From an optimization exercise on the open Yosys and OpenROAD flow, aimed at small area, a short achievable clock period and few clock cycles; shortcuts taken in it are not production practice.
In this exercise RTL edits were held to simulation tests only and were not proved equivalent to the original.
Power and IR drop assume default switching activity.

v54:
Design parity_cpu_top, start of the top module:
module parity_cpu_top (
	input  logic                   clk,
	input  logic                   arst_n,
	input  logic                   psel,
	input  logic                   penable,
	input  logic                   pwrite,
	input  logic [9-1:0] paddr,
	input  cpu_pkg::byte_t         pwdata,
	output cpu_pkg::byte_t         prdata,
	output logic                   pready,
	output logic                   pslverr
);
Size: ~3500 cells after synthesis, ~32 I/O pins, about 54000 um2 of cells after synthesis.
clock: 10.0 ns
lec_check: 0
cap_margin: 20
core_margin: 2
core_utilization: 55
cts_buf_list: sky130_fd_sc_hd__clkbuf_16
cts_cluster_diameter: 80
cts_cluster_size: 25
slew_margin: 20
standard.sh (not shown) runs the stock make flow with config.mk's settings and CLKGATE_MAP_FILE= SYNTH_SCRIPT=/design/flow/synth_recipe.tcl, a recipe that flattens the netlist after the stock synthesis.
==> flow/flow/run.sh <==
#!/bin/bash
set -euo pipefail
bash standard.sh SETUP_SLACK_MARGIN=6.9 finish > standard.log 2>&1
Testbench counts of v54, summed over its fixed seeds: cycles 10,229.
> inputs changed (v54 -> v58)
Settings: CORE_UTILIZATION changed from 55 to 65.
==> flow/flow/run.sh <==
#!/bin/bash
set -euo pipefail
bash standard.sh SETUP_SLACK_MARGIN=6.7 finish > standard.log 2>&1
### Flow results
In terms of total power after layout, v58 and v54 differ only marginally.
v58 ends up with lower placement row count than v54 does.
Setup clock skew after layout across v54 and v58: no real change.
#### Input delta (v8 over v58)
Settings: CORE_UTILIZATION now 55, was 65; CTS_CLUSTER_SIZE now 30, was 25.
==> flow/flow/run.sh <==
#!/bin/bash
set -euo pipefail
bash standard.sh SETUP_SLACK_MARGIN=6.8 finish > standard.log 2>&1
Results
Going from v58 to v8, ratio of final minimum period to clock period went up, weighted congestion reported at the end of routability-driven placement went down, worst hold slack went up.

---

Setup of quartz:
Another version of the RTL of parity_cpu_top (not shown whole).
Size in the first run: ~3200 cells after synthesis, about 2200 flip-flops, about 32 I/O pins, ~0.054 mm^2 of cells after synthesis.
==> flow/config.mk <==
export PLATFORM = sky130hd
export DESIGN_NAME = parity_cpu_top
export DESIGN_NICKNAME = parity_cpu_top
export VERILOG_FILES = /design/flow/design.v
export SDC_FILE = /design/flow/constraint.sdc
export NUM_CORES = 4
export LEC_CHECK = 0
export CAP_MARGIN = 20
export CORE_MARGIN = 2
export CORE_UTILIZATION = 65
export SLEW_MARGIN = 20
==> flow/constraint.sdc <==
create_clock -name core_clock -period 10.0 [get_ports {clk}]
set_input_delay 2.0000 -clock core_clock [delete_from_list [all_inputs] [get_ports {clk}]]
set_output_delay 2.0000 -clock core_clock [all_outputs]
set_load 0.01 [all_outputs]
run.sh (not shown) runs the stock make flow with config.mk's settings and CLKGATE_MAP_FILE= SYNTH_SCRIPT=/design/flow/synth_recipe.tcl, a recipe that flattens the netlist after the stock synthesis.
Stock flow here: none of the scripts above is used.
Testbench counts of quartz, summed over its fixed seeds: cycles 10,229.
Edits applied to the flow inputs when going from quartz to amber:
- CORE_UTILIZATION changed from 65 to 40
[summary]
- amber completed every stage of the flow, and the final layout passed the timing, design-rule and antenna checks.
- The global router's overall resource usage of amber is lower than that of quartz.
- [diff] final worst-path setup slack, amber relative to quartz: regression
- amber ended up with prdata_q[7]$_SDFF_PP0_ as its worst setup path endpoint; quartz ended up with ri[5]$_SDFFE_PP0P_.
- Final-report setup violation count: amber vs quartz, no meaningful difference

---

RTL: one of the versions met above, not the one the previous note started from.
Size in the first run: roughly 2200 flip-flops, ~32 I/O pins, roughly 54000 um2 of cells after synthesis.
export LEC_CHECK = 0
export CAP_MARGIN = 20
export CORE_MARGIN = 2
export CORE_UTILIZATION = 65
export CTS_BUF_LIST = sky130_fd_sc_hd__clkbuf_16
export CTS_CLUSTER_DIAMETER = 80
export CTS_CLUSTER_SIZE = 25
export SLEW_MARGIN = 20
create_clock -name core_clock -period 10.0 [get_ports {clk}]
standard.sh (not shown) runs the stock make flow with config.mk's settings and CLKGATE_MAP_FILE= SYNTH_SCRIPT=/design/flow/synth_recipe.tcl, a recipe that flattens the netlist after the stock synthesis.
==> flow/flow/run.sh <==
#!/bin/bash
set -euo pipefail
bash standard.sh SETUP_SLACK_MARGIN=6.6 finish > standard.log 2>&1
The starting point finished clean.
Testbench counts at the start, summed over its fixed seeds: cycles 10,229.
Rerun with:
==> flow/flow/run.sh (replaced) <==
#!/bin/bash
set -euo pipefail
bash standard.sh SETUP_SLACK_MARGIN=6.8 finish > standard.log 2>&1
--- a/flow/config.mk
+++ b/flow/config.mk
@@ -9,3 +9,3 @@
 export CORE_MARGIN = 2
-export CORE_UTILIZATION = 65
+export CORE_UTILIZATION = 55
 export CTS_BUF_LIST = sky130_fd_sc_hd__clkbuf_16
Outcome:
- worst hold slack improves by 0.019 ns
- total power barely changes
- die area increases by 18%
- register-to-register slack improves by 0.14 ns
- global-route usage decreases by 3.7 points
- first-iteration DRC count increases by 8.4%
- clock-buffer cell count increases by 4
- via count stays flat
- synthesized area stays the same
- setup slack degrades by 0.025 ns
Rerun with:
--- a/flow/config.mk
+++ b/flow/config.mk
@@ -9,3 +9,3 @@
 export CORE_MARGIN = 2
-export CORE_UTILIZATION = 55
+export CORE_UTILIZATION = 65
 export CTS_BUF_LIST = sky130_fd_sc_hd__clkbuf_16
What happened:
- routed wire length decreases by 1.5%
- setup slack gains 0.028 ns
- maximum frequency increases by 0.84%
- core utilization increases by 11 points
Rerun with:
--- a/flow/config.mk
+++ b/flow/config.mk
@@ -12,3 +12,3 @@
 export CTS_CLUSTER_DIAMETER = 80
-export CTS_CLUSTER_SIZE = 25
+export CTS_CLUSTER_SIZE = 30
 export SLEW_MARGIN = 20
Effect: Final cell count is about the same. Setup slack is worse by 0.030 ns. Fmax falls slightly. Wire length falls slightly. Synthesized area is unchanged. Utilization falls by 0.28 points. Via count falls slightly. Global-route usage falls by 0.22 points.

---

## the previous run
parity_cpu_top, a different RTL version from the one above (not shown whole).
For scale: roughly 3600 cells after synthesis, roughly 55000 um2 of cells after synthesis.
export LEC_CHECK = 0
export CAP_MARGIN = 20
export CORE_MARGIN = 2
export CORE_UTILIZATION = 40
export CTS_BUF_LIST = sky130_fd_sc_hd__clkbuf_16
export CTS_CLUSTER_DIAMETER = 80
export CTS_CLUSTER_SIZE = 25
export SLEW_MARGIN = 20
create_clock -name core_clock -period 10.0 [get_ports {clk}]
==> flow/flow/run.sh <==
#!/bin/bash
set -euo pipefail
bash standard.sh SETUP_SLACK_MARGIN=6.5 finish > standard.log 2>&1
Testbench counts of the previous run, summed over its fixed seeds: cycles 10,229.
Modified inputs, the current run compared to the previous run
==> flow/run.sh (new file) <==
#!/bin/bash
# synth_recipe.tcl (not shown) runs the flow's synth.tcl, then flattens the netlist and writes it again
# the make line also repeats each setting of config.mk as NAME=value (left out here)
make -C /OpenROAD-flow-scripts/flow DESIGN_CONFIG=/design/flow/config.mk WORK_HOME=/design/flow/orfs CLKGATE_MAP_FILE= SYNTH_SCRIPT=/design/flow/synth_recipe.tcl finish
removed: flow/flow/run.sh
removed: flow/standard.sh
==> comparison <==
- Delay of the slowest cell on the worst path up 0.48 ns in the current run wrt the previous run
- Higher number of setup buffers added after CTS among the current run and the previous run: the previous run
- Lower final-layout worst hold slack among the current run and the previous run: the current run
- Between the current run and the previous run, the switching portion of total power figures differ only marginally.
- The highest fanout seen on the critical path of the current run exceeds that of the previous run by 33.
- Diff the current run..the previous run | CTS clock-pin slew for the worst setup and hold paths | negligible
- The current run vs the previous run — total power dropped slightly
- The current run against the previous run: sequential share of layout area went up 1.2 points; final instance count without filler cells went down.

---

== trial 35 ==
parity_cpu_top, a different RTL version from the one above (not shown whole).
Size in the first run: roughly 3,500 cells after synthesis, ~32 I/O pins, ~55,000 sq um of cells after synthesis.
## parity_cpu_top
module parity_cpu_top (
	input  logic                   clk,
	input  logic                   arst_n,
	input  logic                   psel,
	input  logic                   penable,
	input  logic                   pwrite,
	input  logic [9-1:0] paddr,
	input  cpu_pkg::byte_t         pwdata,
	output cpu_pkg::byte_t         prdata,
	output logic                   pready,
	output logic                   pslverr
);
clock: 10.0 ns
lec_check: 0
cap_margin: 20
core_margin: 2
core_utilization: 55
cts_buf_list: sky130_fd_sc_hd__clkbuf_16
cts_cluster_diameter: 80
cts_cluster_size: 25
slew_margin: 20
==> flow/flow/run.sh <==
#!/bin/bash
set -euo pipefail
bash standard.sh SETUP_SLACK_MARGIN=6.8 finish > standard.log 2>&1
Trial 35 reached the end of the flow, and the finished layout is clean on the timing, design-rule and antenna checks.
Testbench counts of trial 35, summed over its fixed seeds: cycles 10,229.
Input-level comparison between build 89 and trial 35:
- swapping 55 for 40 in CORE_UTILIZATION
- Re total count of max-transition violations in the final report: no difference whatsoever between trial 35 and build 89.
- Build 89 ended with less met2 usage than trial 35.
- Build 89 completed every stage of the flow, and the final layout passed the timing, design-rule and antenna checks.
- The final layout from trial 35, which completed every stage, passed the timing, design-rule and antenna checks at the end of the flow.
- Build 89 vs. trial 35: total area of multi-input combinational cells now smaller; proportion of cell area occupied by registers went down.

---

## run 4
parity_cpu_top, a different RTL version from the one above (not shown whole).
For scale: roughly 2,200 flip-flops, about 55,000 um2 of cells after synthesis.
// parity_cpu_top
module parity_cpu_top (
	input  logic                   clk,
	input  logic                   arst_n,
	input  logic                   psel,
	input  logic                   penable,
	input  logic                   pwrite,
	input  logic [9-1:0] paddr,
	input  cpu_pkg::byte_t         pwdata,
	output cpu_pkg::byte_t         prdata,
	output logic                   pready,
	output logic                   pslverr
);
clock: 10.0 ns
lec_check: 0
cap_margin: 20
core_margin: 2
core_utilization: 40
cts_buf_list: sky130_fd_sc_hd__clkbuf_8 sky130_fd_sc_hd__clkbuf_16
cts_cluster_diameter: 60
cts_cluster_size: 20
slew_margin: 20
run.sh (not shown) runs the stock make flow with config.mk's settings and CLKGATE_MAP_FILE= SYNTH_SCRIPT=/design/flow/synth_recipe.tcl, a recipe that flattens the netlist after the stock synthesis.
Stock flow here: none of the scripts above is used.
Testbench counts of run 4, summed over its fixed seeds: cycles 10,229.
#### Input delta (run 3 over run 4)
# run 4
export LEC_CHECK = 0
export CAP_MARGIN = 20
export CORE_MARGIN = 2
export CORE_UTILIZATION = 40
export CTS_BUF_LIST = sky130_fd_sc_hd__clkbuf_8 sky130_fd_sc_hd__clkbuf_16
export CTS_CLUSTER_DIAMETER = 60
export CTS_CLUSTER_SIZE = 20
export SLEW_MARGIN = 20
create_clock -name core_clock -period 10.0 [get_ports {clk}]
# run 3
export LEC_CHECK = 0
export CAP_MARGIN = 20
export CORE_MARGIN = 2
export CORE_UTILIZATION = 40
export CTS_BUF_LIST = sky130_fd_sc_hd__clkbuf_16
export CTS_CLUSTER_DIAMETER = 80
export CTS_CLUSTER_SIZE = 25
export SLEW_MARGIN = 20
create_clock -name core_clock -period 10.0 [get_ports {clk}]
--- outcome ---
Between run 3 and run 4, global router's overall resource usage is lower for run 3, run 4 comes in above that. Delta(met2 track demand over resource in global routing, run 3 - run 4) < 0. Going from run 4 to run 3, largest voltage drop on the vdd net shrank by more than 10%. Looking at run 3 and run 4, the average wire per cell in the routed design is a wash.

## afterwards: timing with drivers on the ports
No port has a modelled driver above. Below, the same layouts with a new extraction and two added sets of constraints.
Step 1 (the two cells are an assumption about what drives the block):
set clk [get_ports {clk}]
set_driving_cell -lib_cell sky130_fd_sc_hd__clkbuf_16 $clk
set_driving_cell -lib_cell sky130_fd_sc_hd__buf_2 [delete_from_list [all_inputs] $clk]
Step 2 adds t to the input delays and takes it off the output delays; t is the mean of the earliest and latest rising clock arrival at the registers after step 1. Input paths then give back, and output paths get back, about the clock's delay inside the block.
Slacks: ideal / step 1 / step 2; pairs: ideal / step 1.
run	t (ns)	setup WS [ns]	worst setup path at the end	latest minus earliest clock arrival (ns)
v54	0.766	6.471 / 6.364 / 5.599	input to register	0.049 / 0.049
v58	0.738	6.609 / 6.520 / 5.782	input to register	0.050 / 0.050
v8	0.740	6.493 / 6.352 / 5.612	input to register	0.034 / 0.034
quartz	0.826	4.805 / 4.805 / 4.370	input to register	0.043 / 0.044
amber	0.841	4.762 / 4.762 / 4.219	input to register	0.044 / 0.045
the first run of note 3	0.738	6.602 / 6.550 / 5.812	input to register	0.049 / 0.050
the second run of note 3	0.764	6.578 / 6.439 / 5.675	input to register	0.046 / 0.046
the third run of note 3	0.740	6.606 / 6.540 / 5.800	input to register	0.060 / 0.060
the fourth run of note 3	0.727	6.576 / 6.427 / 5.700	input to register	0.044 / 0.044
the previous run	0.782	6.524 / 6.470 / 5.789	input to register	0.038 / 0.038
the current run	0.796	5.505 / 5.505 / 4.949	input to register	0.046 / 0.046
trial 35	0.762	6.446 / 6.439 / 5.677	input to register	0.039 / 0.039
build 89	0.786	6.408 / 6.447 / 5.661	input to register	0.043 / 0.042
run 4	0.819	4.986 / 5.042 / 4.223	input to register	0.030 / 0.030
run 3	0.789	5.022 / 5.077 / 4.288	input to register	0.068 / 0.068
After both steps every run listed still meets setup and hold. The setup slack of the second run of note 3, which loses most, moves by -0.139 ns with the drivers and by -0.903 ns with both steps.
